From an optimization exercise on the open Yosys and OpenROAD flow, aimed at small area; shortcuts taken in it are not production practice.
No activity file was given, so power comes from the tool's default toggle rates.

Setup of run 1:
## dsp_fpga_data
module dsp_fpga_data (
  input  logic                    mcbsp0_slaver_clkx,
  input  logic                    cfg_rst,
  input  logic                    mcbsp0_slaver_fsx,
  input  logic                    mcbsp0_slaver_mosi,
  input  dsp_link_pkg::buf_addr_t read_addr,
  output dsp_link_pkg::word_t     send_data,
  output logic                    tx_send_start,
  output logic                    start_send,
  output dsp_link_pkg::step_t     send_step,
  output logic                    part_syn_start,
  output logic                    lose,
  output logic                    corase_end,
  output logic                    fine_end,
  output dsp_link_pkg::word_t     corase_syn_pos,
  output dsp_link_pkg::word_t     fine_syn_pos,
  output logic                    dsp_start_send,
  output logic                    flag_croase,
  output logic                    flag_fine,
  output logic                    croase_data_flag,
  output logic                    fine_data_flag,
  output logic                    decode_data_flag,
  output logic                    tx_data_flag
);
  dsp_link_pkg::word_t rx_word;
  logic                rx_valid;
  mcbsp_rx u_rx (
    .mcbsp0_slaver_clkx (mcbsp0_slaver_clkx),
    .cfg_rst            (cfg_rst),
    .fsx                (mcbsp0_slaver_fsx),
    .mosi               (mcbsp0_slaver_mosi),
    .rx_word            (rx_word),
    .rx_valid           (rx_valid)
  );
  dsp_cmd_decode u_decode (
    .mcbsp0_slaver_clkx (mcbsp0_slaver_clkx),
    .cfg_rst            (cfg_rst),
    .rx_word            (rx_word),
    .rx_valid           (rx_valid),
    .start_send         (start_send),
    .send_step          (send_step),
    .part_syn_start     (part_syn_start),
    .lose               (lose),
    .flag_croase        (flag_croase),
    .flag_fine          (flag_fine),
    .croase_data_flag   (croase_data_flag),
    .fine_data_flag     (fine_data_flag),
    .decode_data_flag   (decode_data_flag),
    .tx_data_flag       (tx_data_flag),
    .dsp_start_send     (dsp_start_send)
  );
  sync_pos_capture coarse_cap (
  ...
Size: ~2900 cells after synthesis, roughly 120 I/O pins, ~41000 um2 of cells after synthesis.
==> flow/config.mk <==
export PLATFORM = sky130hd
export DESIGN_NAME = dsp_fpga_data
export DESIGN_NICKNAME = dsp_fpga_data
export VERILOG_FILES = /design/flow/design.v
export SDC_FILE = /design/flow/constraint.sdc
export NUM_CORES = 4
export LEC_CHECK = 0
export CAP_MARGIN = 20
export CORE_MARGIN = 2
export CORE_UTILIZATION = 40
export CTS_BUF_LIST = sky130_fd_sc_hd__clkbuf_4
export SLEW_MARGIN = 20
==> flow/constraint.sdc <==
create_clock -name core_clock -period 5.0 [get_ports {mcbsp0_slaver_clkx}]
set_input_delay 1.0000 -clock core_clock [delete_from_list [all_inputs] [get_ports {mcbsp0_slaver_clkx}]]
set_output_delay 1.0000 -clock core_clock [all_outputs]
set_load 0.01 [all_outputs]
run.sh (not shown) runs the stock make flow with config.mk's settings and CLKGATE_MAP_FILE= SYNTH_SCRIPT=/design/flow/synth_recipe.tcl, a recipe that flattens the netlist after the stock synthesis.
[inputs] run 2 vs run 1
# run 1
export LEC_CHECK = 0
export CAP_MARGIN = 20
export CORE_MARGIN = 2
export CORE_UTILIZATION = 40
export CTS_BUF_LIST = sky130_fd_sc_hd__clkbuf_4
export SLEW_MARGIN = 20
create_clock -name core_clock -period 5.0 [get_ports {mcbsp0_slaver_clkx}]
# run 2
export LEC_CHECK = 0
export CAP_MARGIN = 20
export CORE_MARGIN = 2
export CORE_UTILIZATION = 75
export PLACE_DENSITY = 0.85
export SLEW_MARGIN = 20
create_clock -name core_clock -period 5.0 [get_ports {mcbsp0_slaver_clkx}]
==> flow/flow/run.sh (new file) <==
#!/bin/bash
# The standard layout, with two changes: the port buffers are buf_1 cells, and
# clock tree synthesis uses clkbuf_8 buffers in clusters of at most 18 sinks,
# without dummy loads.
set -euo pipefail
cd "$(dirname "$0")/.."
export BUFFER_PORTS_ARGS="-buffer_cell sky130_fd_sc_hd__buf_1"
export CTS_ARGS="-sink_clustering_enable -repair_clock_nets -dont_use_dummy_load -buf_list sky130_fd_sc_hd__clkbuf_8 -sink_clustering_size 18 -sink_clustering_max_diameter 60"
bash standard.sh > standard.log 2>&1
==> flow/standard.sh (new file) <==
#!/bin/bash
# synth_recipe.tcl (not shown) runs the flow's synth.tcl, then flattens the netlist and writes it again
# the make line also repeats each setting of config.mk as NAME=value (left out here)
make -C /OpenROAD-flow-scripts/flow DESIGN_CONFIG=/design/flow/config.mk WORK_HOME=/design/flow/orfs CLKGATE_MAP_FILE= SYNTH_SCRIPT=/design/flow/synth_recipe.tcl "${@:-finish}"
removed: flow/run.sh
==> comparison <==
From run 1 to run 2 the numbers moved as follows: global-route track usage on met1 +22 points, post-placement setup slack +0.37 ns, critical path depth in cells +9.
Detailed route, run 2 vs run 1: via total lower for run 2
Changes in run 3 relative to run 2:
# run 2
export LEC_CHECK = 0
export CAP_MARGIN = 20
export CORE_MARGIN = 2
export CORE_UTILIZATION = 75
export PLACE_DENSITY = 0.85
export SLEW_MARGIN = 20
create_clock -name core_clock -period 5.0 [get_ports {mcbsp0_slaver_clkx}]
# run 3
export LEC_CHECK = 0
export CAP_MARGIN = 20
export CORE_MARGIN = 2
export CORE_UTILIZATION = 40
export CTS_BUF_LIST = sky130_fd_sc_hd__clkbuf_8
export SLEW_MARGIN = 20
create_clock -name core_clock -period 5.0 [get_ports {mcbsp0_slaver_clkx}]
==> flow/run.sh (new file) <==
#!/bin/bash
# synth_recipe.tcl (not shown) runs the flow's synth.tcl, then flattens the netlist and writes it again
# the make line also repeats each setting of config.mk as NAME=value (left out here)
make -C /OpenROAD-flow-scripts/flow DESIGN_CONFIG=/design/flow/config.mk WORK_HOME=/design/flow/orfs CLKGATE_MAP_FILE= SYNTH_SCRIPT=/design/flow/synth_recipe.tcl finish
removed: flow/flow/run.sh
removed: flow/standard.sh
Findings:
- Run 3 vs run 2 on initial antenna violation count: run 3 is the lower one.
- | final routed wirelength across all metal layers | run 3 vs run 2 | worse |
- On arrival time at the worst endpoint: between run 3 and run 2, it ends up lower for run 3.
- Across both runs, met2 capacity usage during global routing was lower for run 3 than for run 2.
- The final reports for run 3 and run 2 show width of the chip higher in the former.
- Proportion of cell area occupied by registers, run 3 and run 2: smaller value in run 3
- Compared with run 2, run 3 shows a higher vertical extent of the die.
- Summary of run 3 over run 2: worst path setup slack after routing dropped 0.37 ns; growth of design area from synthesis to finish increased by 12 points relative to the old numbers.
- [compare] base=run 2 new=run 3: post-route clock period utilization now larger, detailed-route wire length on metal 1 moved up.
[inputs] run 4 vs run 3
# run 3
export LEC_CHECK = 0
export CAP_MARGIN = 20
export CORE_MARGIN = 2
export CORE_UTILIZATION = 40
export CTS_BUF_LIST = sky130_fd_sc_hd__clkbuf_8
export SLEW_MARGIN = 20
create_clock -name core_clock -period 5.0 [get_ports {mcbsp0_slaver_clkx}]
# run 4
export LEC_CHECK = 0
export CAP_MARGIN = 20
export CORE_MARGIN = 2
export CORE_UTILIZATION = 40
export SLEW_MARGIN = 20
create_clock -name core_clock -period 5.0 [get_ports {mcbsp0_slaver_clkx}]
==> flow/flow/run.sh (new file) <==
#!/bin/bash
# The standard layout, with two changes: the port buffers are buf_1 cells, and
# clock tree synthesis uses clkbuf_4 buffers without dummy loads.
set -euo pipefail
cd "$(dirname "$0")/.."
export BUFFER_PORTS_ARGS="-buffer_cell sky130_fd_sc_hd__buf_1"
export CTS_ARGS="-sink_clustering_enable -repair_clock_nets -dont_use_dummy_load -buf_list sky130_fd_sc_hd__clkbuf_4"
bash standard.sh > standard.log 2>&1
==> flow/standard.sh (new file) <==
#!/bin/bash
# synth_recipe.tcl (not shown) runs the flow's synth.tcl, then flattens the netlist and writes it again
# the make line also repeats each setting of config.mk as NAME=value (left out here)
make -C /OpenROAD-flow-scripts/flow DESIGN_CONFIG=/design/flow/config.mk WORK_HOME=/design/flow/orfs CLKGATE_MAP_FILE= SYNTH_SCRIPT=/design/flow/synth_recipe.tcl "${@:-finish}"
removed: flow/run.sh
Findings:
Run 3 → run 4: cell area after layout saw a decrease, total count of max-transition violations in the final report closely matched the old numbers. Higher sequential share of power goes to run 4 over run 3. Run 4 vs run 3, total global-route track usage went down by 0.29 points. Power density over the cells (run 4 / run 3): 0.940.
Function was not checked in any run of this note: the RTL went through the layout flow alone.

what the ideal ports hide:
No port has a modelled driver above. Below, the same layouts with a new extraction and two added sets of constraints.
Step 1 assumes that a clkbuf_16 drives the clock port and a buf_2 every other input.
Step 2 times the ports against the registers' clock, not the clock port: input delays grow and output delays shrink by t, the midpoint of the rising clock arrivals with the driver on.
Slacks: ideal ports / drivers / drivers and shift; pairs: ideal ports / drivers.
run | t (ns) | slack for setup (ns) | worst register clock-pin slew, ns | cell pins on the clock port's net
run 1 | 1.210 | 0.091 / 0.022 / 0.330 | 0.08 / 0.08 | 1
run 2 | 0.782 | 0.649 / 0.649 / 0.604 | 0.11 / 0.11 | 1
run 3 | 0.941 | 0.274 / 0.204 / 0.304 | 0.08 / 0.08 | 1
run 4 | 1.182 | 0.315 / 0.249 / 0.700 | 0.08 / 0.08 | 1
After both steps setup and hold are still met in every run listed. For run 2, which loses most, drivers alone change the setup slack by 0.000 ns; drivers and shift together by -0.045 ns.
